This is an optimization exercise on Yosys and OpenROAD, whose aim is small area and a short achievable clock period, not a production implementation. Only simulation tests tie the RTL to the original design; equivalence was not proved.

==> flow/design.v <==
`default_nettype none
package prince_pkg;
    localparam int BLOCK_W     = 64;
    localparam int KEY_W       = 128;
    localparam int NIBBLE_W    = 4;
    localparam int NUM_NIBBLES = 16;
    localparam int HALF_ROUNDS = 5;
    typedef logic [BLOCK_W-1:0] block_t;
    localparam logic [63:0] SR_TABLE     = 64'h05AF49E38D27C16B;
    localparam logic [63:0] SR_INV_TABLE = 64'h0DA741EB852FC963;
    function automatic logic [3:0] sbox4(input logic [3:0] a);
        logic [3:0] y;
        logic f00, f01, f02, f03, f04, f05, f06;
        f06 = (~a[0]&~a[3]);
        f00 = (~a[2]) | (~a[3]);
        y[2] = (~a[1]&~f06) | (~f00);
        f01 = (~a[1]&~a[2]) | (~a[3]&~a[2]);
        y[1] = (~a[1]&~a[0]) | (f01);
        f02 = (~a[2]) | (~a[1]);
        f03 = (~a[3]);
        f04 = (~f03) | (~a[2]);
        f05 = (~a[0]&~f03) | (~f04);
        y[0] = (~a[1]&~f05) | (~a[1]&~f02) | (~a[0]&~f05) | (~f04&~f05) | (~a[0]&~f02) | (~f04&~f02);
        y[3] = (~a[0]&~f01) | (~a[1]&~a[3]);
        sbox4 = y;
    endfunction
    function automatic logic [3:0] sbox4_inv(input logic [3:0] a);
        logic [3:0] y;
        logic i00, i01, i02, i03, i04, i05, i06, i07, i08, i09, i10, i11, i12, i13;
        i13 = (~a[0]&~a[1]&~a[2]);
        i00 = (~a[0]);
        i01 = (~i00) | (~a[3]);
        y[2] = (~i01&~i13) | (~a[1]&~i13);
        i02 = (~a[1]);
        i03 = (~a[2]);
        i04 = (~i00&~i03) | (~i02&~i03);
        i05 = (~i00) | (~a[2]);
        i06 = (~i05) | (~i02) | (~a[3]);
        y[1] = (~a[3]&~i04) | (~i06);
        i07 = (~i03) | (~a[0]);
        i08 = (~i05&~i02) | (~i07&~i02);
        i09 = (~a[1]&~i00) | (~a[2]);
        y[0] = (~a[3]&~i08) | (~i09&~i08);
        i10 = (~i00&~i02) | (~i04);
        i11 = (~a[3]&~i03);
        i12 = (~i13&~i11);
        y[3] = (~i10) | (~i12);
        sbox4_inv = y;
    endfunction
    function automatic logic [BLOCK_W-1:0] s_layer(input logic [BLOCK_W-1:0] b);
        for (int i = 0; i < NUM_NIBBLES; i++)
            s_layer[NIBBLE_W*i +: NIBBLE_W] = sbox4(b[NIBBLE_W*i +: NIBBLE_W]);
    endfunction
    function automatic logic [BLOCK_W-1:0] s_inv_layer(input logic [BLOCK_W-1:0] b);
        for (int i = 0; i < NUM_NIBBLES; i++)
            s_inv_layer[NIBBLE_W*i +: NIBBLE_W] = sbox4_inv(b[NIBBLE_W*i +: NIBBLE_W]);
    endfunction
    function automatic logic [BLOCK_W-1:0] nibble_perm(input logic [BLOCK_W-1:0] b, input logic inv);
        logic [3:0] src;
        for (int i = 0; i < NUM_NIBBLES; i++)
        begin
            src = inv ? SR_INV_TABLE[63-4*i -: 4] : SR_TABLE[63-4*i -: 4];
            nibble_perm[BLOCK_W-1-NIBBLE_W*i -: NIBBLE_W] = b[BLOCK_W-1-NIBBLE_W*src -: NIBBLE_W];
        end
    endfunction
    function automatic logic [BLOCK_W-1:0] shift_rows(input logic [BLOCK_W-1:0] b);
        shift_rows = nibble_perm(b, 1'b0);
    endfunction
    function automatic logic [BLOCK_W-1:0] shift_rows_inv(input logic [BLOCK_W-1:0] b);
        shift_rows_inv = nibble_perm(b, 1'b1);
    endfunction
    function automatic logic [BLOCK_W-1:0] m_prime(input logic [BLOCK_W-1:0] b);
        integer hat;
        integer skip;
        logic [3:0] n0, n1, n2, n3;
        logic [3:0] p01, p23;
        for (int q = 0; q < 4; q++)
        begin
            hat = (q == 1 || q == 2) ? 1 : 0;
            n0 = b[BLOCK_W-1-16*q -: 4];
            n1 = b[BLOCK_W-5-16*q -: 4];
            n2 = b[BLOCK_W-9-16*q -: 4];
            n3 = b[BLOCK_W-13-16*q -: 4];
            p01 = n0 ^ n1;
            p23 = n2 ^ n3;
            for (int row = 0; row < 4; row++)
                for (int p = 0; p < 4; p++)
                begin
                    skip = (p - row - hat + 8) % 4;
                    case (skip)
                        0: m_prime[BLOCK_W-1-16*q-4*row-p] = p23[3-p] ^ n1[3-p];
                        1: m_prime[BLOCK_W-1-16*q-4*row-p] = p23[3-p] ^ n0[3-p];
                        2: m_prime[BLOCK_W-1-16*q-4*row-p] = p01[3-p] ^ n3[3-p];
                        default: m_prime[BLOCK_W-1-16*q-4*row-p] = p01[3-p] ^ n2[3-p];
                    endcase
                end
        end
    endfunction
endpackage
`default_nettype wire
`timescale 1ns/1ps
`default_nettype none
module prince_top
(
    input  wire          clk,
    input  wire          sys_rst,
    input  wire          in_valid,
    input  wire [127:0]  key,
    input  wire [63:0]   plain_text,
    output logic [63:0]  cipher_text,
    output logic         out_valid
);
    localparam int NST = 12;
    logic [NST-1:0] vld;
    always_ff @(posedge clk)
    begin
        if (sys_rst) vld <= '0;
        else         vld <= {vld[NST-2:0], in_valid};
    end
    assign out_valid = vld[NST-1];
    logic [63:0] k0_in, k1_in;
    assign k0_in = key[63:0];
    assign k1_in = key[127:64];
    logic [63:0] kf_w;
    assign kf_w = k1_in ^ {k0_in[0], k0_in[63:1]} ^ {63'b0, k0_in[63]} ^ 64'hc0ac29b7c97c50dd;
    logic [63:0] l0;
    assign l0 = plain_text ^ k0_in ^ k1_in ^ 64'h0000000000000000;
    logic [63:0] l1;
    assign l1 = prince_pkg::s_layer(l0);
    logic [63:0] l2;
    assign l2 = prince_pkg::shift_rows(prince_pkg::m_prime(l1)) ^ k1_in ^ 64'h13198a2e03707344;
    logic [63:0] s1_st;
    logic [63:0] s1_k1, s1_kf;
    always_ff @(posedge clk) begin s1_st <= l2; s1_k1 <= k1_in; s1_kf <= kf_w; end
    logic [63:0] l3;
    assign l3 = prince_pkg::s_layer(s1_st);
    logic [63:0] l4;
    assign l4 = prince_pkg::shift_rows(prince_pkg::m_prime(l3)) ^ s1_k1 ^ 64'ha4093822299f31d0;
    logic [63:0] s2_st;
    logic [63:0] s2_k1, s2_kf;
    always_ff @(posedge clk) begin s2_st <= l4; s2_k1 <= s1_k1; s2_kf <= s1_kf; end
    logic [63:0] l5;
    assign l5 = prince_pkg::s_layer(s2_st);
    logic [63:0] l6;
    assign l6 = prince_pkg::shift_rows(prince_pkg::m_prime(l5)) ^ s2_k1 ^ 64'h082efa98ec4e6c89;
    logic [63:0] s3_st;
    logic [63:0] s3_k1, s3_kf;
    always_ff @(posedge clk) begin s3_st <= l6; s3_k1 <= s2_k1; s3_kf <= s2_kf; end
    logic [63:0] l7;
    assign l7 = prince_pkg::s_layer(s3_st);
    logic [63:0] l8;
    assign l8 = prince_pkg::shift_rows(prince_pkg::m_prime(l7)) ^ s3_k1 ^ 64'h452821e638d01377;
    logic [63:0] s4_st;
    logic [63:0] s4_k1, s4_kf;
    always_ff @(posedge clk) begin s4_st <= l8; s4_k1 <= s3_k1; s4_kf <= s3_kf; end
    logic [63:0] l9;
    assign l9 = prince_pkg::s_layer(s4_st);
    logic [63:0] l10;
    assign l10 = prince_pkg::shift_rows(prince_pkg::m_prime(l9)) ^ s4_k1 ^ 64'hbe5466cf34e90c6c;
    logic [63:0] kl10;
    assign kl10 = prince_pkg::m_prime(prince_pkg::shift_rows_inv(s4_k1));
    logic [63:0] s5_st;
    logic [63:0] s5_k1, s5_kf;
    always_ff @(posedge clk) begin s5_st <= l10; s5_k1 <= kl10; s5_kf <= s4_kf; end
    logic [63:0] l11;
    assign l11 = prince_pkg::s_layer(s5_st);
    logic [63:0] l12;
    assign l12 = prince_pkg::m_prime(l11);
    logic [63:0] s6_st;
    logic [63:0] s6_k1, s6_kf;
    always_ff @(posedge clk) begin s6_st <= l12; s6_k1 <= s5_k1; s6_kf <= s5_kf; end
    logic [63:0] l13;
    assign l13 = prince_pkg::s_inv_layer(s6_st);
    logic [63:0] l14;
    assign l14 = prince_pkg::m_prime(prince_pkg::shift_rows_inv(l13)) ^ s6_k1 ^ prince_pkg::m_prime(prince_pkg::shift_rows_inv(64'h7ef84f78fd955cb1));
    logic [63:0] s7_st;
    logic [63:0] s7_k1, s7_kf;
    always_ff @(posedge clk) begin s7_st <= l14; s7_k1 <= s6_k1; s7_kf <= s6_kf; end
    logic [63:0] l15;
    assign l15 = prince_pkg::s_inv_layer(s7_st);
    logic [63:0] l16;
    assign l16 = prince_pkg::m_prime(prince_pkg::shift_rows_inv(l15)) ^ s7_k1 ^ prince_pkg::m_prime(prince_pkg::shift_rows_inv(64'h85840851f1ac43aa));
    logic [63:0] s8_st;
    logic [63:0] s8_k1, s8_kf;
    always_ff @(posedge clk) begin s8_st <= l16; s8_k1 <= s7_k1; s8_kf <= s7_kf; end
    logic [63:0] l17;
    assign l17 = prince_pkg::s_inv_layer(s8_st);
    logic [63:0] l18;
    assign l18 = prince_pkg::m_prime(prince_pkg::shift_rows_inv(l17)) ^ s8_k1 ^ prince_pkg::m_prime(prince_pkg::shift_rows_inv(64'hc882d32f25323c54));
    logic [63:0] s9_st;
    logic [63:0] s9_k1, s9_kf;
    always_ff @(posedge clk) begin s9_st <= l18; s9_k1 <= s8_k1; s9_kf <= s8_kf; end
    logic [63:0] l19;
    assign l19 = prince_pkg::s_inv_layer(s9_st);
    logic [63:0] l20;
    assign l20 = prince_pkg::m_prime(prince_pkg::shift_rows_inv(l19)) ^ s9_k1 ^ prince_pkg::m_prime(prince_pkg::shift_rows_inv(64'h64a51195e0e3610d));
    logic [63:0] s10_st;
    logic [63:0] s10_k1, s10_kf;
    always_ff @(posedge clk) begin s10_st <= l20; s10_k1 <= s9_k1; s10_kf <= s9_kf; end
    logic [63:0] l21;
    assign l21 = prince_pkg::s_inv_layer(s10_st);
    logic [63:0] l22;
    assign l22 = prince_pkg::m_prime(prince_pkg::shift_rows_inv(l21)) ^ s10_k1 ^ prince_pkg::m_prime(prince_pkg::shift_rows_inv(64'hd3b5a399ca0c2399));
    logic [63:0] s11_st;
    logic [63:0] s11_k1, s11_kf;
    always_ff @(posedge clk) begin s11_st <= l22; s11_k1 <= s10_k1; s11_kf <= s10_kf; end
    logic [63:0] l23;
    assign l23 = prince_pkg::s_inv_layer(s11_st);
    logic [63:0] l24;
    assign l24 = l23 ^ s11_kf;
    logic [63:0] s12_st;
    always_ff @(posedge clk) s12_st <= l24;
    assign cipher_text = s12_st;
endmodule
`default_nettype wire
==> flow/flow/run.sh <==
#!/bin/bash
# Own layout flow: the standard layout (standard.sh), with the port buffers that global
# placement inserts on every input and output made with sky130_fd_sc_hd__buf_2 instead of the
# buffer the flow picks by default. Synthesis is the standard one, run unchanged.
set -euo pipefail
bash standard.sh synth > run_synth.log 2>&1
bash standard.sh "BUFFER_PORTS_ARGS=-buffer_cell sky130_fd_sc_hd__buf_2" finish > run_finish.log 2>&1
==> flow/standard.sh <==
#!/bin/bash
# synth_recipe.tcl (not shown) runs the flow's synth.tcl, then flattens the netlist and writes it again
# the make line also repeats each setting of config.mk as NAME=value (left out here)
make -C /OpenROAD-flow-scripts/flow DESIGN_CONFIG=/design/flow/config.mk WORK_HOME=/design/flow/orfs CLKGATE_MAP_FILE= SYNTH_SCRIPT=/design/flow/synth_recipe.tcl "${@:-finish}"
==> flow/config.mk <==
export PLATFORM = sky130hd
export DESIGN_NAME = prince_top
export DESIGN_NICKNAME = prince_top
export VERILOG_FILES = /design/flow/design.v
export SDC_FILE = /design/flow/constraint.sdc
export NUM_CORES = 4
export LEC_CHECK = 0
export CAP_MARGIN = 20
export CORE_MARGIN = 2
export CORE_UTILIZATION = 40
export CTS_CLUSTER_DIAMETER = 100
export CTS_CLUSTER_SIZE = 28
export SETUP_SLACK_MARGIN = 1.42
export SLEW_MARGIN = 20
==> flow/constraint.sdc <==
create_clock -name core_clock -period 3.2 [get_ports {clk}]
set_input_delay 0.6400 -clock core_clock [delete_from_list [all_inputs] [get_ports {clk}]]
set_output_delay 0.6400 -clock core_clock [all_outputs]
set_load 0.01 [all_outputs]
==> results of run 1 <==
==> cell usage after synthesis (9+ instances only) <==
master	number
sky130_fd_sc_hd__xor3_1	25
sky130_fd_sc_hd__nand2_1	188
sky130_fd_sc_hd__xor2_1	620
sky130_fd_sc_hd__nand3_1	11
sky130_fd_sc_hd__a22oi_1	19
sky130_fd_sc_hd__a211o_1	34
sky130_fd_sc_hd__mux2i_1	9
sky130_fd_sc_hd__o21a_1	34
sky130_fd_sc_hd__a31oi_1	27
sky130_fd_sc_hd__nor3_1	69
sky130_fd_sc_hd__o22ai_1	152
sky130_fd_sc_hd__a311oi_1	17
sky130_fd_sc_hd__o211ai_1	9
sky130_fd_sc_hd__nand2b_1	161
sky130_fd_sc_hd__a31o_2	41
sky130_fd_sc_hd__clkbuf_1	25
sky130_fd_sc_hd__o2bb2ai_1	41
sky130_fd_sc_hd__xnor2_1	1364
sky130_fd_sc_hd__a32oi_1	43
sky130_fd_sc_hd__a211oi_1	38
sky130_fd_sc_hd__o21ai_0	272
sky130_fd_sc_hd__a21boi_0	38
sky130_fd_sc_hd__inv_1	175
sky130_fd_sc_hd__nor2b_1	43
sky130_fd_sc_hd__maj3_1	33
sky130_fd_sc_hd__a21oi_1	412
sky130_fd_sc_hd__a22o_1	55
sky130_fd_sc_hd__a21o_1	11
sky130_fd_sc_hd__o31a_1	30
sky130_fd_sc_hd__and2_1	30
sky130_fd_sc_hd__xnor3_1	61
sky130_fd_sc_hd__nor2_1	333
sky130_fd_sc_hd__dfxtp_1	2124
==> cell type report <==
type                       instances  share of cell area [%]
multi-input combinational       4292                   39.85
inverter                         175                  0.7823
timing repair buffer             277                   2.043
clock inverter                    10                  0.2235
sequential                      2124                   50.73
tap                             2495                   3.718
antenna                           10                 0.02980
clock buffer                      89                   2.625
==> what timing repair did <==
action	4_1_cts	5_1_grt
setup buffers	5	1
pin swaps	9	8
gates resized for setup	174	99
setup endpoints to repair	160	132
==> worst register-to-register path, stage by stage (launching register included) <==
cell and delay [ns]:
sky130_fd_sc_hd__dfxtp_1 0.43, sky130_fd_sc_hd__nor2_1 0.13, sky130_fd_sc_hd__o21a_1 0.21, sky130_fd_sc_hd__a21oi_2 0.32
sky130_fd_sc_hd__xnor2_1 0.23, sky130_fd_sc_hd__xnor2_2 0.36
==> worst paths after layout <==
check                                 from         endpoint  depth (start not counted)  slack, ns
worst max register to register   s6_st[17]        s7_st[40]                          5       1.40
worst min register to register   s5_k1[47]        s6_k1[47]                          0       0.31
worst min-delay path              key[127]        s1_k1[63]                          1       0.06
worst max-delay path            s12_st[40]  cipher_text[40]                          1       1.34
==> logic make-up after synthesis <==
| logic type | after synthesis |
|---|---|
| compound gates | 1304 |
| buf+inv | 200 |
| xor+xnor | 2073 |
| simple gates | 865 |
| flops | 2124 |
| mux | 17 |
| fa+ha+maj | 33 |
==> layer usage <==
metal  wire length (um)  global-route usage [%]  up-vias
met1              87300                   25.89    21632
met3               7890                   2.294      287
met4               8274                   7.041        8
met2             100600                   36.64     1065
met5                 59                       0        -
li1                   -                       -    22636
==> results_dict.tcl, run 1 <==
set metrics [dict create \
    timing.hold.worst.class "primary input to flop" \
    cp-start-kind "flop" \
    synthToLayoutAreaGrowth_pct 11.29 \
    max_clock_freq_ghz 0.5390 \
    ys_ff_latch 2124 \
    clockBufferDepth 3 \
    ioPinCount 260 \
    cp_cell_sequence "buf_6" \
    ctsHoldBuffers 0 \
    timing.final.crit_share_pct 57.98 \
    skew_pair_late_insertion_delay_ns 0.75 \
    synth_top_family_by_area "XOR/XNOR gates" \
    worst_ep_arrival_time_ns 1.22 \
    final_cell_area_um2 83970 \
    syn_area_per_cell_um2 11.40 \
    cp_data_required_time_ns 2.56 \
    clock-sinks 2124 \
    wire_length_of_the_first_global_routing_pass_mm 289.5 \
    yosys.area.top_type "sky130_fd_sc_hd__dfxtp_1" \
    synth-compound-area-share_pct 10.92 \
    drc_errors 0 \
    grt_pass1_vias 43409 \
    fin_worst_hold_slack_ns 0.06285 \
    finalSetupViolCount 0 \
    place_ws_ns 0.6880 \
    synthArstFlopShare_pct 0 \
    synthDominantCellAreaShare_pct 56.36 \
    synthTopCellsByArea "sky130_fd_sc_hd__dfxtp_1 56%, sky130_fd_sc_hd__xnor2_1 16%, sky130_fd_sc_hd__xor2_1 7.2%" \
    worstPathBufferInverterCount 1 \
    final_cells 9472 \
    synth.cell_area_um2 75450 \
    multi_input_comb_area_um2 33460 \
    mostFrequentLayoutCells "2069 x sky130_fd_sc_hd__dfxtp_1, 1302 x sky130_fd_sc_hd__xnor2_1, 598 x sky130_fd_sc_hd__xor2_1, 370 x sky130_fd_sc_hd__a21oi_1, 330 x sky130_fd_sc_hd__nor2_1" \
    via_count 45628 \
    fill_cells 17097 \
    detailed_place.area_um2 80240 \
    max_cap_violations 0 \
    drive_above_1_share_pct 10.28 \
    synthesis.nets 6811 \
    clock_skew_ns 0.03806 \
    timing.final.ws_setup_ns 1.345 \
    effective_utilization_at_floorplan_pct 40.22 \
    synth_flop_cell "sky130_fd_sc_hd__dfxtp_1" \
    cts-root-buf "sky130_fd_sc_hd__clkbuf_16" \
    floorplan.rows 159 \
    layout_commonest_cell "sky130_fd_sc_hd__dfxtp_1" \
    die_w_um 438.3 \
    synthAdderAreaFrac_pct 0.4378 \
    core_area_um2 187600 \
    grt_start_max_net_pins 29 \
    slew_violations 0 \
    drt_first_iter_violations 3003 \
    synth_sequential_area_ratio_pct 56.36 \
    unrepaired_setup_endpoints_after_global_routing "yes" \
    netlist-cell-type-count 59 \
    clk_pin_slew_worst_paths_ns 0.12 \
    drt-vias-per-instance 4.817 \
    critical_path_sink_type "primary output" \
    period_minus_slack_ns 1.855 \
    maximum_fanout_along_the_worst_path 1 \
    globalRouteOverflowTotal 0 \
    pre_antenna_drt_iters 6 \
    buffer_ports.inserted 259 \
    finalHoldViolations 0 \
    die_height_um 438.3 \
    synth-edff-count 0 \
    cts_inserted_buffers 87 \
    outcome "timing/DRC/antenna clean" \
    crit_path_max_incr_delay_ns 0.37 \
    finalCoreUtilization_pct 44.76 \
    worst_path_max_delay_cell "sky130_fd_sc_hd__dfxtp_4" \
    h_tree_level_count 3 \
    fin_tns_setup_ns 0 \
    worstMarginPinSlew_ns 0.9120 \
    path_delay_family "flip-flops" \
    finalWirelength_mm 204.1 \
    post_synth_xor_area_fraction_pct 25.72 \
    ys.warnings.count 1 \
    synth_cells 6616 \
    timing.max_slew.rel_slack_pct 38.77 \
    die_area_um2 192100 \
    num-nets-final 7152 \
    ant_nets 0 \
    final-seq-area_um2 42600 \
    gp_routability_congestion 0.9099 \
    synth.mux.area_fraction_pct 0.2438 \
    placed_instances 9357 \
    synth-simple-area-share_pct 5.328 \
    grt_use_total_pct 20.64 \
    grt_antenna_before_repair 29 \
    place.detailed.hpwl_mm 170.8 \
    tritoncts "yes" \
    critical_path_class "flop to primary output" \
    route.detailed.wl_per_inst_um 21.55 \
]
==> inputs of run 2 (changes only) <==
--- a/flow/config.mk
+++ b/flow/config.mk
@@ -9,6 +9,7 @@
 export CORE_MARGIN = 2
 export CORE_UTILIZATION = 40
 export CTS_CLUSTER_DIAMETER = 100
-export CTS_CLUSTER_SIZE = 28
+export CTS_CLUSTER_SIZE = 25
+export PLACE_DENSITY = 0.8
 export SETUP_SLACK_MARGIN = 1.42
 export SLEW_MARGIN = 20
==> run 2 against run 1 <==
Effect of this change:
- first-iteration DRC count rose by 37%
- register-to-register slack got worse by 0.03 ns
- worst hold slack got worse by 0.020 ns
- still clean on timing, DRC and antenna
- sequential share of layout area fell by 0.089 points
- critical path depth did not move
- critical endpoint is now cipher_text[36]
- sequential cell count did not move
==> results_dict.tcl, run 2 <==
set metrics [dict create \
    outcome "timing/DRC/antenna clean" \
    mostFrequentLayoutCells "2091 x sky130_fd_sc_hd__dfxtp_1, 1298 x sky130_fd_sc_hd__xnor2_1, 606 x sky130_fd_sc_hd__xor2_1, 370 x sky130_fd_sc_hd__a21oi_1, 332 x sky130_fd_sc_hd__nor2_1" \
    final_cell_area_um2 84060 \
    grt_start_max_net_pins 26 \
    die_w_um 438.3 \
    synth_most_common_cell "sky130_fd_sc_hd__dfxtp_1" \
    skew_pair_late_insertion_delay_ns 0.77 \
    worstMarginPinSlew_ns 0.8531 \
    die_area_um2 192100 \
    h_tree_level_count 3 \
    pre_antenna_drt_iters 6 \
    place_ws_ns 0.6301 \
    place.detailed.hpwl_mm 162.3 \
    finalSetupViolCount 0 \
    route.detailed.wl_per_inst_um 20.97 \
    drc_errors 0 \
    cp_data_required_time_ns 2.56 \
    cp_cell_sequence "buf_6" \
    clock-sinks 2124 \
    wire_length_of_the_first_global_routing_pass_mm 286.0 \
    period_minus_slack_ns 1.862 \
    cts-root-buf "sky130_fd_sc_hd__clkbuf_16" \
    placed_instances 9358 \
    timing.max_slew.rel_slack_pct 43.13 \
    slew_violations 0 \
    timing.final.crit_share_pct 58.19 \
    timing.reg2reg.setup_slack_ns 1.37 \
    synth.cell_area_um2 75450 \
    ys.warnings.count 1 \
    drive_above_1_share_pct 9.878 \
    cts_inserted_buffers 95 \
    timing.hold.worst.class "primary input to flop" \
    netlist-cell-type-count 59 \
    finalWirelength_mm 198.7 \
    ioPinCount 260 \
    fill_cells 16652 \
    synth-edff-count 0 \
    fin_worst_hold_slack_ns 0.04299 \
    worstPathBufferInverterCount 1 \
    detailed_place.area_um2 80250 \
    synthesis.nets 6811 \
    clock_skew_ns 0.03542 \
    clockBufferDepth 3 \
    path_delay_family "flip-flops" \
    timing.final.ws_setup_ns 1.338 \
    timing.hold.worst_path_depth 2 \
    drt-vias-per-instance 4.957 \
    critical_path_sink_type "primary output" \
    final_cells 9477 \
    synth_cells 6616 \
    syn_area_per_cell_um2 11.40 \
    gp_routability_congestion 0.9503 \
    globalRouteOverflowTotal 0 \
    ant_nets 0 \
    synthArstFlopShare_pct 0 \
    r2r.worst_path.cells 4 \
    core_area_um2 187600 \
    critical_path.reg2reg.endpoint "s2_st[19]" \
    synthTopCellsByArea "sky130_fd_sc_hd__dfxtp_1 56%, sky130_fd_sc_hd__xnor2_1 16%, sky130_fd_sc_hd__xor2_1 7.2%" \
    synthToLayoutAreaGrowth_pct 11.41 \
    critPathLaunch "s12_st[36]" \
    cp-start-kind "flop" \
    synth_sequential_area_ratio_pct 56.36 \
    crit_path_max_incr_delay_ns 0.34 \
    worst_ep_arrival_time_ns 1.22 \
    maximum_fanout_along_the_worst_path 1 \
    ys_ff_latch 2124 \
    worstReg2RegStart "s1_st[37]" \
    drt_first_iter_violations 4112 \
    synthDominantCellAreaShare_pct 56.36 \
    unrepaired_setup_endpoints_after_global_routing "yes" \
    holdCritStartpoint "key[38]" \
    buffer_ports.inserted 259 \
    grt_antenna_before_repair 33 \
    post_synth_most_frequent_cells "2124 x sky130_fd_sc_hd__dfxtp_1, 1364 x sky130_fd_sc_hd__xnor2_1, 620 x sky130_fd_sc_hd__xor2_1" \
    max_clock_freq_ghz 0.5371 \
    yosys.area.top_type "sky130_fd_sc_hd__dfxtp_1" \
    layout_commonest_cell "sky130_fd_sc_hd__dfxtp_1" \
    finalHoldViolations 0 \
    worst_hold_path.endpoint "s1_kf[37]" \
    die_height_um 438.3 \
    grt_pass1_vias 45363 \
    effective_utilization_at_floorplan_pct 40.22 \
    max_cap_violations 0 \
    num-nets-final 7162 \
    fin_tns_setup_ns 0 \
    synth_flop_cell "sky130_fd_sc_hd__dfxtp_1" \
    finalCoreUtilization_pct 44.81 \
    clk_pin_slew_worst_paths_ns 0.11 \
    floorplan.rows 159 \
    grt_use_total_pct 19.96 \
    worst_path_max_delay_cell "sky130_fd_sc_hd__dfxtp_2" \
    critical_path_class "flop to primary output" \
    tritoncts "yes" \
    via_count 46978 \
]
-- run 2: area by class of cell --
class,count,area [um^2],share of cell area (%)
Sequential cell,2124,42570,50.64
Multi-Input combinational cell,4292,33430,39.77
Tap cell,2495,3122,3.714
Clock buffer,97,2416,2.874
Timing Repair Buffer,279,1618,1.925
Inverter,175,656.9,0.7815
Clock inverter,8,230.2,0.2739
Antenna cell,7,17.52,0.02084
-- run 2: logic make-up after synthesis --
logic type               after synthesis  synth area share (%)
buffers and inverters                200                0.9950
AND/OR/NAND/NOR                      865                 5.328
XOR/XNOR                            2073                 25.72
multiplexers                          17                0.2438
adder cells (fa/ha/maj)               33                0.4378
flip-flops                          2124                 56.36
AO/OA/AOI/OAI                       1304                 10.92
-- run 2: how the worst max path moves through the flow --
stage                     slack (ns)  depth (start not counted)         endpoint
after floorplan                 1.10                          5        s1_st[60]
after global placement          0.60                          5        s1_st[18]
after detailed placement        0.63                          5        s1_st[18]
after CTS                       1.23                          5        s4_st[20]
after global routing            1.27                          1  cipher_text[52]
final                           1.34                          1  cipher_text[36]
-- run 2: layer usage --
layer,wire [um],track usage (%),vias up
li1,-,-,22641
met1,81450,24.36,22385
met2,93970,34.07,1524
met3,10840,2.827,412
met4,12380,10.57,16
met5,99,0,-
-- run 2: repair_timing --
action,4_1_cts,5_1_grt
buffers inserted,2,4
endpoints found under the setup margin,131,127
endpoints found under the hold margin,1,0
hold buffers,1,0
gates resized for setup,114,98
pin swaps,7,15
==> inputs of run 3 (changes only) <==
--- a/flow/config.mk
+++ b/flow/config.mk
@@ -10,6 +10,6 @@
 export CORE_UTILIZATION = 40
 export CTS_CLUSTER_DIAMETER = 100
 export CTS_CLUSTER_SIZE = 25
-export PLACE_DENSITY = 0.8
-export SETUP_SLACK_MARGIN = 1.42
+export PLACE_DENSITY = 0.9
+export SETUP_SLACK_MARGIN = 1.45
 export SLEW_MARGIN = 20
==> run 3 against run 2 <==
Effect of this change:
- core utilization is 0.11 points higher
- die area unchanged
- maximum frequency decreased by 1.2%
- critical endpoint is now s4_st[20]
- still clean on timing, DRC and antenna
==> results_dict.tcl, run 3 <==
set metrics [dict create \
    outcome "timing/DRC/antenna clean" \
    grt_start_max_net_pins 26 \
    r2r.worst_path.cells 4 \
    synth_most_common_cell "sky130_fd_sc_hd__dfxtp_1" \
    maximum_fanout_along_the_worst_path 6 \
    via_count 46866 \
    clk_pin_slew_worst_paths_ns 0.10 \
    place_ws_ns 0.2578 \
    drt_first_iter_violations 4150 \
    netlist-cell-type-count 59 \
    synth_cells 6616 \
    timing.hold.worst_path_depth 1 \
    cp_data_required_time_ns 3.80 \
    ctsHoldBuffers 0 \
    cp-start-kind "flop" \
    detailed_place.area_um2 80250 \
    syn_area_per_cell_um2 11.40 \
    drc_errors 0 \
    synthTopCellsByArea "sky130_fd_sc_hd__dfxtp_1 56%, sky130_fd_sc_hd__xnor2_1 16%, sky130_fd_sc_hd__xor2_1 7.2%" \
    synth_flop_cell "sky130_fd_sc_hd__dfxtp_1" \
    synthArstFlopShare_pct 0 \
    gp_routability_congestion 0.9592 \
    wire_length_of_the_first_global_routing_pass_mm 291.6 \
    synthToLayoutAreaGrowth_pct 11.67 \
    num-nets-final 7157 \
    yosys.area.top_type "sky130_fd_sc_hd__dfxtp_1" \
    max_cap_violations 0 \
    grt_pass1_vias 45574 \
    ioPinCount 260 \
    fin_tns_setup_ns 0 \
    worstMarginPinSlew_ns 0.8787 \
    synth_sequential_area_ratio_pct 56.36 \
    critical_path_class "flop to flop" \
    clock_skew_ns 0.03721 \
    clock-sinks 2124 \
    cts_inserted_buffers 94 \
    max_clock_freq_ghz 0.5304 \
    final_cell_area_um2 84260 \
    period_minus_slack_ns 1.885 \
    tritoncts "yes" \
    critical_path_sink_type "flop" \
    drt-vias-per-instance 4.950 \
    post_synth_most_frequent_cells "2124 x sky130_fd_sc_hd__dfxtp_1, 1364 x sky130_fd_sc_hd__xnor2_1, 620 x sky130_fd_sc_hd__xor2_1" \
    h_tree_level_count 3 \
    worst_ep_arrival_time_ns 2.49 \
    die_height_um 438.3 \
    mostFrequentLayoutCells "2074 x sky130_fd_sc_hd__dfxtp_1, 1274 x sky130_fd_sc_hd__xnor2_1, 597 x sky130_fd_sc_hd__xor2_1, 370 x sky130_fd_sc_hd__a21oi_1, 330 x sky130_fd_sc_hd__nor2_1" \
    die_w_um 438.3 \
    core_area_um2 187600 \
    drive_above_1_share_pct 10.62 \
    grt_antenna_before_repair 31 \
    grt_use_total_pct 20.39 \
    synthesis.nets 6811 \
    route.detailed.wl_per_inst_um 21.27 \
    cts-root-buf "sky130_fd_sc_hd__clkbuf_16" \
    clockBufferDepth 3 \
    effective_utilization_at_floorplan_pct 40.22 \
    final-seq-area_um2 42580 \
    timing.final.crit_share_pct 58.92 \
    place.detailed.hpwl_mm 167.2 \
    timing.final.ws_setup_ns 1.315 \
    buffer_ports.inserted 259 \
    multi_input_comb_area_um2 33720 \
    layout_commonest_cell "sky130_fd_sc_hd__dfxtp_1" \
    die_area_um2 192100 \
    floorplan.rows 159 \
    finalHoldViolations 0 \
    finalCoreUtilization_pct 44.91 \
    skew_pair_late_insertion_delay_ns 0.75 \
    pre_antenna_drt_iters 6 \
    ys_ff_latch 2124 \
    globalRouteOverflowTotal 0 \
    synth-edff-count 0 \
    finalSetupViolCount 0 \
    timing.max_slew.rel_slack_pct 41.42 \
    ys.warnings.count 1 \
    fill_cells 16856 \
    synthDominantCellAreaShare_pct 56.36 \
    slew_violations 0 \
    finalWirelength_mm 201.4 \
    synth.cell_area_um2 75450 \
    ant_nets 0 \
    timing.hold.worst.class "primary input to flop" \
    unrepaired_setup_endpoints_after_global_routing "yes" \
]
[run 3: routing by layer]
layer  wire (um)  track usage [%]  vias up
met2       93280            33.84     1592
li1            -                -    22638
met5          96                0        -
met4       13760            11.87       14
met1       83040            25.34    22207
met3       11190            2.773      415
[run 3: per-stage QoR]
step / hold slack, ns / cells
5_1_grt: 0.02997 / 9463
3_3_place_gp: 0.3105 / 9357
2_1_floorplan: 0.3096 / 6616
3_5_place_dp: 0.3121 / 9357
6_report: 0.05826 / 9468
4_1_cts: 0.02337 / 9460
[run 3: final timing paths]
check                                  end  slack, ns        from
worst max-delay path             s4_st[20]       1.31   s3_st[54]
worst min-delay path             s1_k1[29]       0.06     key[93]
worst max register to register   s4_st[20]       1.31   s3_st[54]
worst min register to register  s11_kf[50]       0.32  s10_kf[50]
[run 3: logic make-up after synthesis]
| family | share of synthesized area (%) |
|---|---|
| buffers and inverters | 0.9950 |
| adders and majority gates | 0.4378 |
| AOI/OAI and AO/OA | 10.92 |
| muxes | 0.2438 |
| DFF | 56.36 |
| and+or+nand+nor | 5.328 |
| xor gates and xnor gates | 25.72 |
[run 3: layout make-up]
class                      count  share of cell area [%]
multi-input combinational   4292                   40.02
timing repair buffer         275                   1.948
clock buffer                  98                   2.885
antenna                        5                 0.01485
tap                         2495                   3.705
inverter                     175                  0.7796
clock inverter                 4                  0.1025
sequential                  2124                   50.54
[run 3: what timing repair did]
action                                  4_1_cts  5_1_grt
buffers inserted                              1        3
cloned                                        0        0
pin swaps                                    11       19
endpoints found under the setup margin      177      160
resized for setup                           151      127
[run 3: worst max-delay path: stages (launching register included)]
cell,delay [ns]
sky130_fd_sc_hd__dfxtp_1,0.45
sky130_fd_sc_hd__a211oi_1,0.12
sky130_fd_sc_hd__a311oi_2,0.55
sky130_fd_sc_hd__xor2_2,0.21
sky130_fd_sc_hd__xnor2_2,0.42
==> inputs of run 4 (changes only) <==
--- a/flow/config.mk
+++ b/flow/config.mk
@@ -10,6 +10,6 @@
 export CORE_UTILIZATION = 40
 export CTS_CLUSTER_DIAMETER = 100
 export CTS_CLUSTER_SIZE = 25
-export PLACE_DENSITY = 0.9
-export SETUP_SLACK_MARGIN = 1.45
+export PLACE_DENSITY = 0.8
+export SETUP_SLACK_MARGIN = 1.5
 export SLEW_MARGIN = 20
==> run 4 against run 3 <==
Effect of this change:
- global-route usage shrank 0.096 points
- critical path depth fell by 3
- area after synthesis did not move
- synthesized cell count did not move
- routed wire length up 0.57%
==> results_dict.tcl, run 4 <==
set metrics [dict create \
    cp-start-kind "flop" \
    critical_path_sink_type "primary output" \
    worstPathBufferInverterCount 1 \
    post_synth_most_frequent_cells "2124 x sky130_fd_sc_hd__dfxtp_1, 1364 x sky130_fd_sc_hd__xnor2_1, 620 x sky130_fd_sc_hd__xor2_1" \
    globalRouteOverflowTotal 0 \
    gp_routability_congestion 0.9702 \
    skew_pair_late_insertion_delay_ns 0.75 \
    drc_errors 0 \
    synth.cell_area_um2 75450 \
    synth_most_common_cell "sky130_fd_sc_hd__dfxtp_1" \
    path_delay_family "flip-flops" \
    clock-sinks 2124 \
    fill_cells 16635 \
    die_area_um2 192100 \
    synth-edff-count 0 \
    drive_above_1_share_pct 12.36 \
    unrepaired_setup_endpoints_after_global_routing "yes" \
    synth_flop_cell "sky130_fd_sc_hd__dfxtp_1" \
    cts_inserted_buffers 96 \
    worst_path_max_delay_cell "sky130_fd_sc_hd__dfxtp_2" \
    synthArstFlopShare_pct 0 \
    cp_data_required_time_ns 2.56 \
    layout_commonest_cell "sky130_fd_sc_hd__dfxtp_1" \
    ant_nets 0 \
    syn_area_per_cell_um2 11.40 \
    timing.hold.worst.class "primary input to flop" \
    max_cap_violations 0 \
    timing.final.crit_share_pct 57.73 \
    critical_path_class "flop to primary output" \
    max_clock_freq_ghz 0.5413 \
    buffer_ports.inserted 259 \
    num-nets-final 7184 \
    cts-root-buf "sky130_fd_sc_hd__clkbuf_16" \
    die_w_um 438.3 \
    core_area_um2 187600 \
    synth_sequential_area_ratio_pct 56.36 \
    fin_tns_setup_ns 0 \
    finalWirelength_mm 202.5 \
    yosys.area.top_type "sky130_fd_sc_hd__dfxtp_1" \
    synthToLayoutAreaGrowth_pct 12.77 \
    worstMarginPinSlew_ns 0.9140 \
    grt_start_max_net_pins 26 \
    slew_violations 0 \
    h_tree_level_count 3 \
    place.detailed.hpwl_mm 164.2 \
    via_count 47069 \
    crit_path_max_incr_delay_ns 0.37 \
    mostFrequentLayoutCells "2055 x sky130_fd_sc_hd__dfxtp_1, 1261 x sky130_fd_sc_hd__xnor2_1, 588 x sky130_fd_sc_hd__xor2_1, 361 x sky130_fd_sc_hd__a21oi_1, 324 x sky130_fd_sc_hd__nor2_1" \
    finalSetupViolCount 0 \
    outcome "timing/DRC/antenna clean" \
    period_minus_slack_ns 1.847 \
    timing.max_slew.rel_slack_pct 38.63 \
    die_height_um 438.3 \
    tritoncts "yes" \
    netlist-cell-type-count 59 \
    synthDominantCellAreaShare_pct 56.36 \
    ys.warnings.count 1 \
    effective_utilization_at_floorplan_pct 40.22 \
    clk_pin_slew_worst_paths_ns 0.10 \
    finalHoldViolations 0 \
    clockBufferDepth 3 \
    maximum_fanout_along_the_worst_path 1 \
    placed_instances 9364 \
    pre_antenna_drt_iters 6 \
    synth_cells 6616 \
    ioPinCount 260 \
    grt_antenna_before_repair 20 \
    ctsHoldBuffers 0 \
    clock_skew_ns 0.02655 \
    synthesis.nets 6811 \
    synthTopCellsByArea "sky130_fd_sc_hd__dfxtp_1 56%, sky130_fd_sc_hd__xnor2_1 16%, sky130_fd_sc_hd__xor2_1 7.2%" \
    cp_cell_sequence "buf_6" \
    drt-vias-per-instance 4.956 \
    grt_pass1_vias 45826 \
    grt_use_total_pct 20.30 \
    wire_length_of_the_first_global_routing_pass_mm 290.4 \
    floorplan.rows 159 \
    worst_ep_arrival_time_ns 1.21 \
    drt_first_iter_violations 3964 \
    route.detailed.wl_per_inst_um 21.32 \
    ys_ff_latch 2124 \
    final_cells 9498 \
]
==> run 4: routing by layer <==
metal  global-route usage, %  part of all wire (%)  up-vias
li1                        -                     -    22685
met1                   24.87                    41    22495
met2                   34.57                    47     1496
met3                   2.740                   5.3      393
met4                   10.86                   6.4        0
met5                       0                     0        -
==> run 4: worst paths after layout <==
path | startpoint | endpoint | slack (ns) | depth (start not counted)
max | s12_st[37] | cipher_text[37] | 1.35 | 1
min | key[93] | s1_k1[29] | 0.05 | 1
max reg2reg | s7_st[19] | s8_st[46] | 1.48 | 6
min reg2reg | s5_k1[50] | s6_k1[50] | 0.32 | 0
==> run 4: final cells by class <==
cell class,instances,area [um^2],share of cell area (%)
Sequential cell,2124,42610,50.08
Multi-Input combinational cell,4292,34280,40.29
Inverter,175,656.9,0.7720
Clock buffer,98,2452,2.882
Clock inverter,9,162.7,0.1912
Antenna cell,5,12.51,0.01471
Tap cell,2495,3122,3.669
Timing Repair Buffer,300,1785,2.098
==> run 4: what timing repair did <==
action                                  CTS  global route
buffers inserted                          8            14
pin swaps                                24            32
endpoints found under the setup margin  190           201
resized for setup                       224           167
==> run 4: logic make-up (layout without fill, tap and decap cells) <==
group | count (synthesis) | count (layout) | share of synthesized area, %
adder cells (fa/ha/maj) | 33 | 33 | 0.4378
AO/OA/AOI/OAI | 1304 | 1304 | 10.92
XOR/XNOR | 2073 | 2073 | 25.72
multiplexers | 17 | 17 | 0.2438
other | 0 | 5 | 0
AND/OR/NAND/NOR | 865 | 865 | 5.328
buffers and inverters | 200 | 582 | 0.9950
flip-flops | 2124 | 2124 | 56.36
==> run 4: per-stage QoR <==
| step | setup WS (ns) | cell area (um^2) | hold WS, ns | util, % |
|---|---|---|---|---|
| 3_3_place_gp | 0.6770 | 80300 | 0.3108 | 42.80 |
| 5_1_grt | 1.293 | 85070 | 0.02197 | 45.35 |
| 6_report | 1.353 | 85080 | 0.05031 | 45.35 |
| 4_1_cts | 1.306 | 84160 | 0.007540 | 44.86 |
| 2_1_floorplan | 1.098 | 75830 | 0.3096 | - |
| 3_5_place_dp | 0.6748 | 80300 | 0.3121 | 42.80 |
==> inputs of run 5 (changes only) <==
--- a/flow/config.mk
+++ b/flow/config.mk
@@ -7,9 +7,9 @@
 export LEC_CHECK = 0
 export CAP_MARGIN = 20
 export CORE_MARGIN = 2
-export CORE_UTILIZATION = 40
+export CORE_UTILIZATION = 55
 export CTS_CLUSTER_DIAMETER = 100
 export CTS_CLUSTER_SIZE = 25
-export PLACE_DENSITY = 0.8
+export PLACE_DENSITY = 0.85
 export SETUP_SLACK_MARGIN = 1.5
 export SLEW_MARGIN = 20
==> run 5 against run 4 <==
Effect of this change:
- die area shrank 27%
- via count grew 0.68%
- register-to-register slack lost 0.05 ns
- final cell count shrank 7.7%
- first-iteration DRC count shrank 3.2%
- synthesized cell count is the same
- maximum frequency shrank 2.9%
- worst setup slack lost 0.055 ns
- area after synthesis is the same
- sequential cell count is the same
- clock-buffer cell count shrank 2
- largest cell class unchanged
- still clean
==> results_dict.tcl, run 5 <==
set metrics [dict create \
    ys_ff_latch 2124 \
    ioPinCount 260 \
    finalHoldViolations 0 \
    clock_skew_ns 0.06718 \
    clk_pin_slew_worst_paths_ns 0.10 \
    cp_cell_sequence "buf_6" \
    effective_utilization_at_floorplan_pct 55.56 \
    synthArstFlopShare_pct 0 \
    detailed_place.area_um2 79320 \
    unrepaired_setup_endpoints_after_global_routing "yes" \
    final_cell_area_um2 83810 \
    synth_flop_cell "sky130_fd_sc_hd__dfxtp_1" \
    route.detailed.wl_per_inst_um 22.48 \
    worstMarginPinSlew_ns 0.8818 \
    yosys.area.top_type "sky130_fd_sc_hd__dfxtp_1" \
    period_minus_slack_ns 1.902 \
    syn_area_per_cell_um2 11.40 \
    critical_path_sink_type "primary output" \
    synthToLayoutAreaGrowth_pct 11.08 \
    drt-vias-per-instance 5.406 \
    die_w_um 374.4 \
    layout_commonest_cell "sky130_fd_sc_hd__dfxtp_1" \
    critical_path_class "flop to primary output" \
    worst_path_max_delay_cell "sky130_fd_sc_hd__dfxtp_4" \
    grt_use_total_pct 27.08 \
    timing.max_slew.rel_slack_pct 40.79 \
    ys.warnings.count 1 \
    outcome "timing/DRC/antenna clean" \
    drc_errors 0 \
    synth_cells 6616 \
    max_clock_freq_ghz 0.5257 \
    finalWirelength_mm 197.0 \
    via_count 47388 \
    cts_inserted_buffers 95 \
    buffer_ports.inserted 259 \
    drt_first_iter_violations 3838 \
    tritoncts "yes" \
    gp_routability_congestion 0.9613 \
    place_ws_ns 0.7325 \
    die_height_um 374.4 \
    clockBufferDepth 3 \
    max_cap_violations 0 \
    timing.final.crit_share_pct 59.45 \
    h_tree_level_count 3 \
    floorplan.rows 135 \
    worst_ep_arrival_time_ns 1.26 \
    grt_antenna_before_repair 26 \
    worstPathBufferInverterCount 1 \
    cts-root-buf "sky130_fd_sc_hd__clkbuf_16" \
    timing.final.ws_setup_ns 1.298 \
    grt_pass1_vias 45719 \
    ant_nets 0 \
    mostFrequentLayoutCells "2055 x sky130_fd_sc_hd__dfxtp_1, 1285 x sky130_fd_sc_hd__xnor2_1, 592 x sky130_fd_sc_hd__xor2_1, 358 x sky130_fd_sc_hd__a21oi_1, 325 x sky130_fd_sc_hd__nor2_1" \
    ctsHoldBuffers 0 \
    cp-start-kind "flop" \
    post_synth_most_frequent_cells "2124 x sky130_fd_sc_hd__dfxtp_1, 1364 x sky130_fd_sc_hd__xnor2_1, 620 x sky130_fd_sc_hd__xor2_1" \
    pre_antenna_drt_iters 5 \
    fin_tns_setup_ns 0 \
    clock-sinks 2124 \
    synth_sequential_area_ratio_pct 56.36 \
    place.detailed.hpwl_mm 157.2 \
    synthesis.nets 6811 \
    synth-edff-count 0 \
    fill_cells 10260 \
    synth.cell_area_um2 75450 \
    synthTopCellsByArea "sky130_fd_sc_hd__dfxtp_1 56%, sky130_fd_sc_hd__xnor2_1 16%, sky130_fd_sc_hd__xor2_1 7.2%" \
    netlist-cell-type-count 59 \
    path_delay_family "flip-flops" \
    grt_start_max_net_pins 26 \
    globalRouteOverflowTotal 0 \
    num-nets-final 7166 \
    die_area_um2 140200 \
    slew_violations 0 \
    crit_path_max_incr_delay_ns 0.38 \
    synth_most_common_cell "sky130_fd_sc_hd__dfxtp_1" \
    cp_data_required_time_ns 2.56 \
    wire_length_of_the_first_global_routing_pass_mm 280.9 \
    multi_input_comb_area_um2 33970 \
    final-seq-area_um2 42620 \
    core_area_um2 135800 \
    synthDominantCellAreaShare_pct 56.36 \
    skew_pair_late_insertion_delay_ns 0.79 \
    timing.hold.worst.class "primary input to flop" \
    maximum_fanout_along_the_worst_path 1 \
    drive_above_1_share_pct 11.56 \
    finalSetupViolCount 0 \
]
[run 5: cell counts after synthesis]
Identical to the previous run, type by type.
[run 5: worst paths after layout]
check	from	endpoint	slack [ns]	cells after the start
max	s12_st[42]	cipher_text[42]	1.30	1
min	key[93]	s1_k1[29]	0.05	1
max reg2reg	s4_st[36]	s5_st[45]	1.43	4
min reg2reg	s5_k1[57]	s6_k1[57]	0.27	0
[run 5: logic make-up after synthesis]
group | count (synthesis) | synth area share [%]
DFF | 2124 | 56.36
xor gates and xnor gates | 2073 | 25.72
AOI/OAI and AO/OA | 1304 | 10.92
and+or+nand+nor | 865 | 5.328
buffers and inverters | 200 | 0.9950
adders and majority gates | 33 | 0.4378
muxes | 17 | 0.2438
[run 5: metal layers]
| metal | vias up | GRT usage [%] | wire (um) |
|---|---|---|---|
| met1 | 22658 | 31.31 | 76060 |
| met2 | 1559 | 46.92 | 95830 |
| li1 | 22673 | - | - |
| met5 | - | 0 | 34 |
| met4 | 6 | 18.10 | 14790 |
| met3 | 492 | 3.540 | 10300 |
[run 5: timing repair]
action,in CTS,in global routing
pin swaps,11,30
endpoints found under the hold margin,0,0
setup buffers,6,10
endpoints found under the setup margin,189,195
resized for setup,197,171
gates cloned,0,0
[run 5: area by class of cell]
type / instances / area share, %
diodes: 5 / 0.01493
clock buffers: 96 / 2.841
clock inverters: 10 / 0.2613
inverters: 175 / 0.7838
multi-input cells: 4292 / 40.53
flip-flops and latches: 2124 / 50.85
well taps: 1781 / 2.659
repair buffers: 283 / 2.056
[run 5: per-stage QoR]
stage | std cells | util [%] | hold slack [ns]
after floorplan | 6616 | - | 0.3096
after global placement | 8639 | 58.41 | 0.3097
after detailed placement | 8639 | 58.41 | 0.3121
after CTS | 8751 | 61.09 | 0.01341
after global routing | 8764 | 61.71 | 0.02644
final | 8766 | 61.71 | 0.05381
==> inputs of run 6 (changes only) <==
==> flow/run.sh (new file) <==
#!/bin/bash
# synth_recipe.tcl (not shown) runs the flow's synth.tcl, then flattens the netlist and writes it again
# the make line also repeats each setting of config.mk as NAME=value (left out here)
make -C /OpenROAD-flow-scripts/flow DESIGN_CONFIG=/design/flow/config.mk WORK_HOME=/design/flow/orfs CLKGATE_MAP_FILE= SYNTH_SCRIPT=/design/flow/synth_recipe.tcl finish
==> flow/config.mk (replaced) <==
export PLATFORM = sky130hd
export DESIGN_NAME = prince_top
export DESIGN_NICKNAME = prince_top
export VERILOG_FILES = /design/flow/design.v
export SDC_FILE = /design/flow/constraint.sdc
export NUM_CORES = 4
export LEC_CHECK = 0
export CAP_MARGIN = 20
export CORE_MARGIN = 2
export CORE_UTILIZATION = 40
export SETUP_SLACK_MARGIN = 1.2
export SLEW_MARGIN = 20
removed: flow/flow/run.sh
removed: flow/standard.sh
==> run 6 against run 5 <==
Effect of this change:
- still clean on timing, DRC and antenna
- synthesized cell count unchanged
- worst hold slack better by 0.097 ns
- sequential cell count is the same
- clock skew decreased by 0.0030 ns
- area after synthesis is the same
- critical endpoint is now s2_st[48]
- highest routed layer unchanged
==> results_dict.tcl, run 6 <==
set metrics [dict create \
    worst_ep_arrival_time_ns 2.73 \
    grt_pass1_vias 44933 \
    layout_commonest_cell "sky130_fd_sc_hd__dfxtp_1" \
    timing.final.ws_setup_ns 1.191 \
    timing.final.crit_share_pct 62.77 \
    place.detailed.hpwl_mm 173.3 \
    cp-start-kind "flop" \
    timing.hold.worst_path_depth 1 \
    worstPathBufferInverterCount 0 \
    syn_area_per_cell_um2 11.40 \
    route.detailed.wl_per_inst_um 21.34 \
    max_clock_freq_ghz 0.4978 \
    clock_skew_ns 0.06420 \
    fin_tns_setup_ns 0 \
    synth_sequential_area_ratio_pct 56.36 \
    post_synth_most_frequent_cells "2124 x sky130_fd_sc_hd__dfxtp_1, 1364 x sky130_fd_sc_hd__xnor2_1, 620 x sky130_fd_sc_hd__xor2_1" \
    wire_length_of_the_first_global_routing_pass_mm 294.9 \
    buffer_ports.inserted 259 \
    clock-sinks 2124 \
    critical_path_class "flop to flop" \
    synth_cells 6616 \
    synthesis.nets 6811 \
    synthTopCellsByArea "sky130_fd_sc_hd__dfxtp_1 56%, sky130_fd_sc_hd__xnor2_1 16%, sky130_fd_sc_hd__xor2_1 7.2%" \
    drive_above_1_share_pct 8.276 \
    placed_instances 9407 \
    pre_antenna_drt_iters 8 \
    maximum_fanout_along_the_worst_path 7 \
    finalWirelength_mm 209.0 \
    grt_antenna_before_repair 16 \
    crit_path_max_incr_delay_ns 0.59 \
    unrepaired_setup_endpoints_after_global_routing "yes" \
    synth_top_family_by_area "XOR/XNOR gates" \
    final_cells 9797 \
    slew_violations 0 \
    detailed_place.area_um2 81650 \
    netlist-cell-type-count 59 \
    h_tree_level_count 4 \
    cp_cell_sequence "maj3_1, a21oi_1, xor2_1, xnor2_1" \
    synthDominantCellAreaShare_pct 56.36 \
    synthAdderAreaFrac_pct 0.4378 \
    finalSetupViolCount 0 \
    path_delay_family "compound AO/OA/AOI/OAI gates" \
    synth.cell_area_um2 75450 \
    drc_errors 0 \
    drt_first_iter_violations 3353 \
    synth-simple-area-share_pct 5.328 \
    r2r.worst_path.cells 4 \
    cp_data_required_time_ns 3.92 \
    gp_routability_congestion 0.9124 \
    die_w_um 438.3 \
    yosys.area.top_type "sky130_fd_sc_hd__dfxtp_1" \
    max_cap_violations 0 \
    worstMarginPinSlew_ns 0.9348 \
    ys.warnings.count 1 \
    synth-edff-count 0 \
    critical_path_sink_type "flop" \
    drt-vias-per-instance 4.749 \
    mostFrequentLayoutCells "2104 x sky130_fd_sc_hd__dfxtp_1, 1354 x sky130_fd_sc_hd__xnor2_1, 617 x sky130_fd_sc_hd__xor2_1, 408 x sky130_fd_sc_hd__a21oi_1, 332 x sky130_fd_sc_hd__nor2_1" \
    fin_worst_hold_slack_ns 0.1504 \
    ant_nets 0 \
    synth_flop_cell "sky130_fd_sc_hd__dfxtp_1" \
    grt_start_max_net_pins 18 \
    outcome "timing/DRC/antenna clean" \
    synth-compound-area-share_pct 10.92 \
    skew_pair_late_insertion_delay_ns 0.86 \
    finalHoldViolations 0 \
    synthArstFlopShare_pct 0 \
    synth_most_common_cell "sky130_fd_sc_hd__dfxtp_1" \
    period_minus_slack_ns 2.009 \
    ctsHoldBuffers 0 \
    timing.hold.worst.class "primary input to flop" \
    die_area_um2 192100 \
    finalCoreUtilization_pct 47.52 \
    ioPinCount 260 \
    via_count 46530 \
    timing.max_slew.rel_slack_pct 37.02 \
    die_height_um 438.3 \
    num-nets-final 7308 \
    path_depth 4 \
    synth.mux.area_fraction_pct 0.2438 \
    place_ws_ns 0.2174 \
    cts_inserted_buffers 198 \
    synthToLayoutAreaGrowth_pct 18.16 \
    tritoncts "yes" \
    ys_ff_latch 2124 \
    post_synth_xor_area_fraction_pct 25.72 \
    effective_utilization_at_floorplan_pct 40.22 \
    globalRouteOverflowTotal 0 \
    worst_path_max_delay_cell "sky130_fd_sc_hd__a21oi_1" \
    final_cell_area_um2 89150 \
    floorplan.rows 159 \
    clk_pin_slew_worst_paths_ns 0.07 \
    core_area_um2 187600 \
    cts-root-buf "sky130_fd_sc_hd__clkbuf_16" \
    clockBufferDepth 3 \
    grt_use_total_pct 21.14 \
]
==> run 6: cell counts after synthesis <==
Identical to the previous run, type by type.
==> run 6: cells by family (layout without fill, tap and decap cells) <==
kind of cell | Yosys count | in the layout
adders and majority gates | 33 | 33
other | 0 | 16
DFF | 2124 | 2124
muxes | 17 | 17
AOI/OAI and AO/OA | 1304 | 1304
xor gates and xnor gates | 2073 | 2073
and+or+nand+nor | 865 | 865
buffers and inverters | 200 | 870
==> run 6: what timing repair did <==
item / CTS / global route
setup buffers: 0 / 1
resized for setup: 313 / 26
pin swaps: 0 / 6
endpoints found under the setup margin: 90 / 33
==> run 6: path summary, 6_finish.rpt <==
check / slack (ns) / end / startpoint
hold / removal: 0.15 / s1_k1[59] / key[123]
hold reg to reg: 0.27 / s9_kf[58] / s8_kf[58]
setup / recovery: 1.19 / s2_st[48] / s1_st[7]
setup reg to reg: 1.19 / s2_st[48] / s1_st[7]
==> run 6: layout make-up <==
cell class	instances	area, um^2
Multi-Input combinational cell	4292	32450
Sequential cell	2124	42550
Antenna cell	16	40.04
Clock inverter	106	1881
Inverter	175	656.9
Timing Repair Buffer	322	2861
Fill cell	16749	98450
Clock buffer	267	5594
Tap cell	2495	3122
==> run 6: per-layer routing <==
metal	global-route usage, %	routed length [um]	share of wire (%)	vias to the layer above
li1	-	-	-	23153
met5	0	29	0.014	-
met4	9.605	10110	4.8	4
met2	37.56	103800	50	1167
met3	2.773	8666	4.1	346
met1	25.28	86450	41	21860
==> inputs of run 7 (changes only) <==
--- a/flow/config.mk
+++ b/flow/config.mk
@@ -8,5 +8,7 @@
 export CAP_MARGIN = 20
 export CORE_MARGIN = 2
 export CORE_UTILIZATION = 40
+export CTS_CLUSTER_DIAMETER = 100
+export CTS_CLUSTER_SIZE = 25
 export SETUP_SLACK_MARGIN = 1.2
 export SLEW_MARGIN = 20
==> run 7 against run 6 <==
Effect of this change:
- final cell count decreased by 2.8%
- die area unchanged
- synthesized cell count unchanged
- via count decreased by 1.9%
- first-iteration DRC count decreased by 2.7%
- highest routed layer is now met4
==> results_dict.tcl, run 7 <==
set metrics [dict create \
    die_height_um 438.3 \
    synth_top_family_by_area "XOR/XNOR gates" \
    tritoncts "yes" \
    drt_first_iter_violations 3264 \
    fin_worst_hold_slack_ns 0.1785 \
    via_count 45639 \
    syn_area_per_cell_um2 11.40 \
    worstReg2RegStart "s1_st[6]" \
    synthAdderAreaFrac_pct 0.4378 \
    synthToLayoutAreaGrowth_pct 11.71 \
    ioPinCount 260 \
    finalWirelength_mm 205.7 \
    cp-start-kind "primary input" \
    placed_instances 9407 \
    outcome "timing/DRC/antenna clean" \
    finalHoldViolations 0 \
    unrepaired_setup_endpoints_after_global_routing "yes" \
    skew_pair_late_insertion_delay_ns 0.78 \
    post_synth_most_frequent_cells "2124 x sky130_fd_sc_hd__dfxtp_1, 1364 x sky130_fd_sc_hd__xnor2_1, 620 x sky130_fd_sc_hd__xor2_1" \
    cts_inserted_buffers 94 \
    place_ws_ns 0.2174 \
    post_synth_xor_area_fraction_pct 25.72 \
    synth-compound-area-share_pct 10.92 \
    fin_tns_setup_ns 0 \
    effective_utilization_at_floorplan_pct 40.22 \
    synthTopCellsByArea "sky130_fd_sc_hd__dfxtp_1 56%, sky130_fd_sc_hd__xnor2_1 16%, sky130_fd_sc_hd__xor2_1 7.2%" \
    final_cells 9526 \
    period_minus_slack_ns 2.016 \
    ant_nets 0 \
    place.detailed.hpwl_mm 173.3 \
    max_cap_violations 0 \
    drive_above_1_share_pct 5.642 \
    timing.max_slew.rel_slack_pct 36.75 \
    cts-root-buf "sky130_fd_sc_hd__clkbuf_16" \
    cp_cell_sequence "clkdlybuf4s50_1, xnor3_2, buf_4, o21ai_0, a32o_2, xor2_2, xor3_1" \
    grt_start_max_net_pins 26 \
    synth_sequential_area_ratio_pct 56.36 \
    synthArstFlopShare_pct 0 \
    drc_errors 0 \
    die_area_um2 192100 \
    grt_antenna_before_repair 9 \
    finalSetupViolCount 0 \
    synthesis.nets 6811 \
    slew_violations 0 \
    cp_data_required_time_ns 3.82 \
    ctsHoldBuffers 0 \
    mostFrequentLayoutCells "2098 x sky130_fd_sc_hd__dfxtp_1, 1349 x sky130_fd_sc_hd__xnor2_1, 614 x sky130_fd_sc_hd__xor2_1, 408 x sky130_fd_sc_hd__a21oi_1, 332 x sky130_fd_sc_hd__nor2_1" \
    timing.final.ws_setup_ns 1.184 \
    floorplan.rows 159 \
    worst_path_max_delay_cell "sky130_fd_sc_hd__clkdlybuf4s50_1" \
    crit_path_max_incr_delay_ns 0.51 \
    grt_pass1_vias 43642 \
    core_area_um2 187600 \
    drt-vias-per-instance 4.791 \
    critical_path_sink_type "flop" \
    h_tree_level_count 3 \
    critPathLaunch "key[56]" \
    synth_cells 6616 \
    synth_flop_cell "sky130_fd_sc_hd__dfxtp_1" \
    clock-sinks 2124 \
    buffer_ports.inserted 259 \
    clk_pin_slew_worst_paths_ns 0.10 \
    globalRouteOverflowTotal 0 \
    die_w_um 438.3 \
    clock_skew_ns 0.05900 \
    synthDominantCellAreaShare_pct 56.36 \
    route.detailed.wl_per_inst_um 21.60 \
    grt_use_total_pct 20.72 \
    gp_routability_congestion 0.9124 \
    critical_path_class "primary input to flop" \
    timing.final.crit_share_pct 63.00 \
    synth.mux.area_fraction_pct 0.2438 \
    yosys.area.top_type "sky130_fd_sc_hd__dfxtp_1" \
    fill_cells 17194 \
    wire_length_of_the_first_global_routing_pass_mm 289.1 \
    worst_ep_arrival_time_ns 2.64 \
    synth_most_common_cell "sky130_fd_sc_hd__dfxtp_1" \
    worstMarginPinSlew_ns 0.9388 \
    pre_antenna_drt_iters 6 \
    synth-edff-count 0 \
    netlist-cell-type-count 59 \
    timing.hold.worst.class "primary input to flop" \
    holdCritStartpoint "key[118]" \
    synth-simple-area-share_pct 5.328 \
    num-nets-final 7208 \
    ys.warnings.count 1 \
    ys_ff_latch 2124 \
    clockBufferDepth 3 \
    synth.cell_area_um2 75450 \
    layout_commonest_cell "sky130_fd_sc_hd__dfxtp_1" \
    maximum_fanout_along_the_worst_path 5 \
    max_clock_freq_ghz 0.4961 \
]
## run 7: worst paths after layout
check | slack [ns] | to | cells past startpoint
worst min register to register | 0.29 | s6_kf[47] | 0
worst max register to register | 1.21 | s2_st[48] | 5
worst min-delay path | 0.18 | s1_k1[54] | 1
worst max-delay path | 1.18 | s1_st[60] | 7
## run 7: cell families after synthesis
| family | Yosys count |
|---|---|
| simple gates | 865 |
| buf+inv | 200 |
| fa+ha+maj | 33 |
| xor+xnor | 2073 |
| mux | 17 |
| flops | 2124 |
| compound gates | 1304 |
## run 7: area by class of cell
type / count / area (um^2) / share of cell area (%)
Clock inverter: 7 / 200.2 / 0.2375
Antenna cell: 12 / 30.03 / 0.03563
Clock buffer: 95 / 2356 / 2.795
Inverter: 175 / 656.9 / 0.7793
Sequential cell: 2124 / 42550 / 50.49
Tap cell: 2495 / 3122 / 3.704
Multi-Input combinational cell: 4292 / 32570 / 38.64
Timing Repair Buffer: 326 / 2799 / 3.321
## run 7: routing by layer
| metal | wire length, um | global-route usage (%) | vias to the layer above |
|---|---|---|---|
| met1 | 86500 | 25.24 | 21585 |
| met4 | 9651 | 8.543 | 0 |
| met3 | 7145 | 1.978 | 281 |
| met5 | 0 | 0 | - |
| met2 | 102400 | 37.22 | 1020 |
| li1 | - | - | 22753 |
## run 7: worst max-delay path: cells and delay by family
family                 cells  cell delay [ns]
XOR/XNOR                   3             0.88
buffers and inverters      2             0.68
AO/OA/AOI/OAI              2             0.43
## run 7: per-stage QoR
step	utilization (%)	area [um^2]
floorplan	-	75560
global placement	43.52	81650
detailed placement	43.52	81650
CTS	44.84	84110
global route	44.91	84260
finish	44.93	84290
## run 7: what timing repair did
item                       CTS  global route
resized for setup          305            56
setup buffers                2             3
pin swaps                    2            15
setup endpoints to repair  105            54

-- port drivers added, routing unchanged --
The flow's constraints put no driver on any port. The routed layouts listed below were extracted and timed again, unchanged, in two steps. Step 1 sets driving cells, clkbuf_16 on the clock port and buf_2 on the other inputs (assumed; they add their load-dependent delay and slew). Step 2 also shifts input and output timing later by t, the mid clock arrival at the registers, as if the neighbouring blocks saw the same clock. Three values: no drivers, after step 1, after step 2; two values: the first two.
| run | t, ns | setup slack, ns | hold WS [ns] | worst setup path at the end | latest minus earliest clock arrival (ns) |
|---|---|---|---|---|---|
| run 1 | 0.821 | 1.345 / 1.256 / 0.688 | 0.063 / 0.000 / 0.308 | input to register | 0.043 / 0.044 |
| run 2 | 0.831 | 1.338 / 1.263 / 0.637 | 0.043 / -0.008 / 0.321 | input to register | 0.052 / 0.052 |
| run 3 | 0.816 | 1.315 / 1.284 / 0.649 | 0.058 / -0.005 / 0.323 | input to register | 0.046 / 0.046 |
| run 4 | 0.819 | 1.353 / 1.272 / 0.681 | 0.050 / -0.001 / 0.324 | input to register | 0.031 / 0.030 |
| run 5 | 0.844 | 1.298 / 1.213 / 0.692 | 0.054 / 0.001 / 0.271 | input to register | 0.070 / 0.070 |
| run 6 | 0.920 | 1.191 / 1.157 / 0.346 | 0.150 / 0.078 / 0.274 | input to register | 0.065 / 0.065 |
| run 7 | 0.834 | 1.184 / 1.183 / 0.398 | 0.178 / 0.108 / 0.289 | input to register | 0.065 / 0.065 |
After both steps setup and hold are still met in every run listed. For run 6, which loses most, drivers alone change the setup slack by -0.034 ns; drivers and shift together by -0.845 ns.
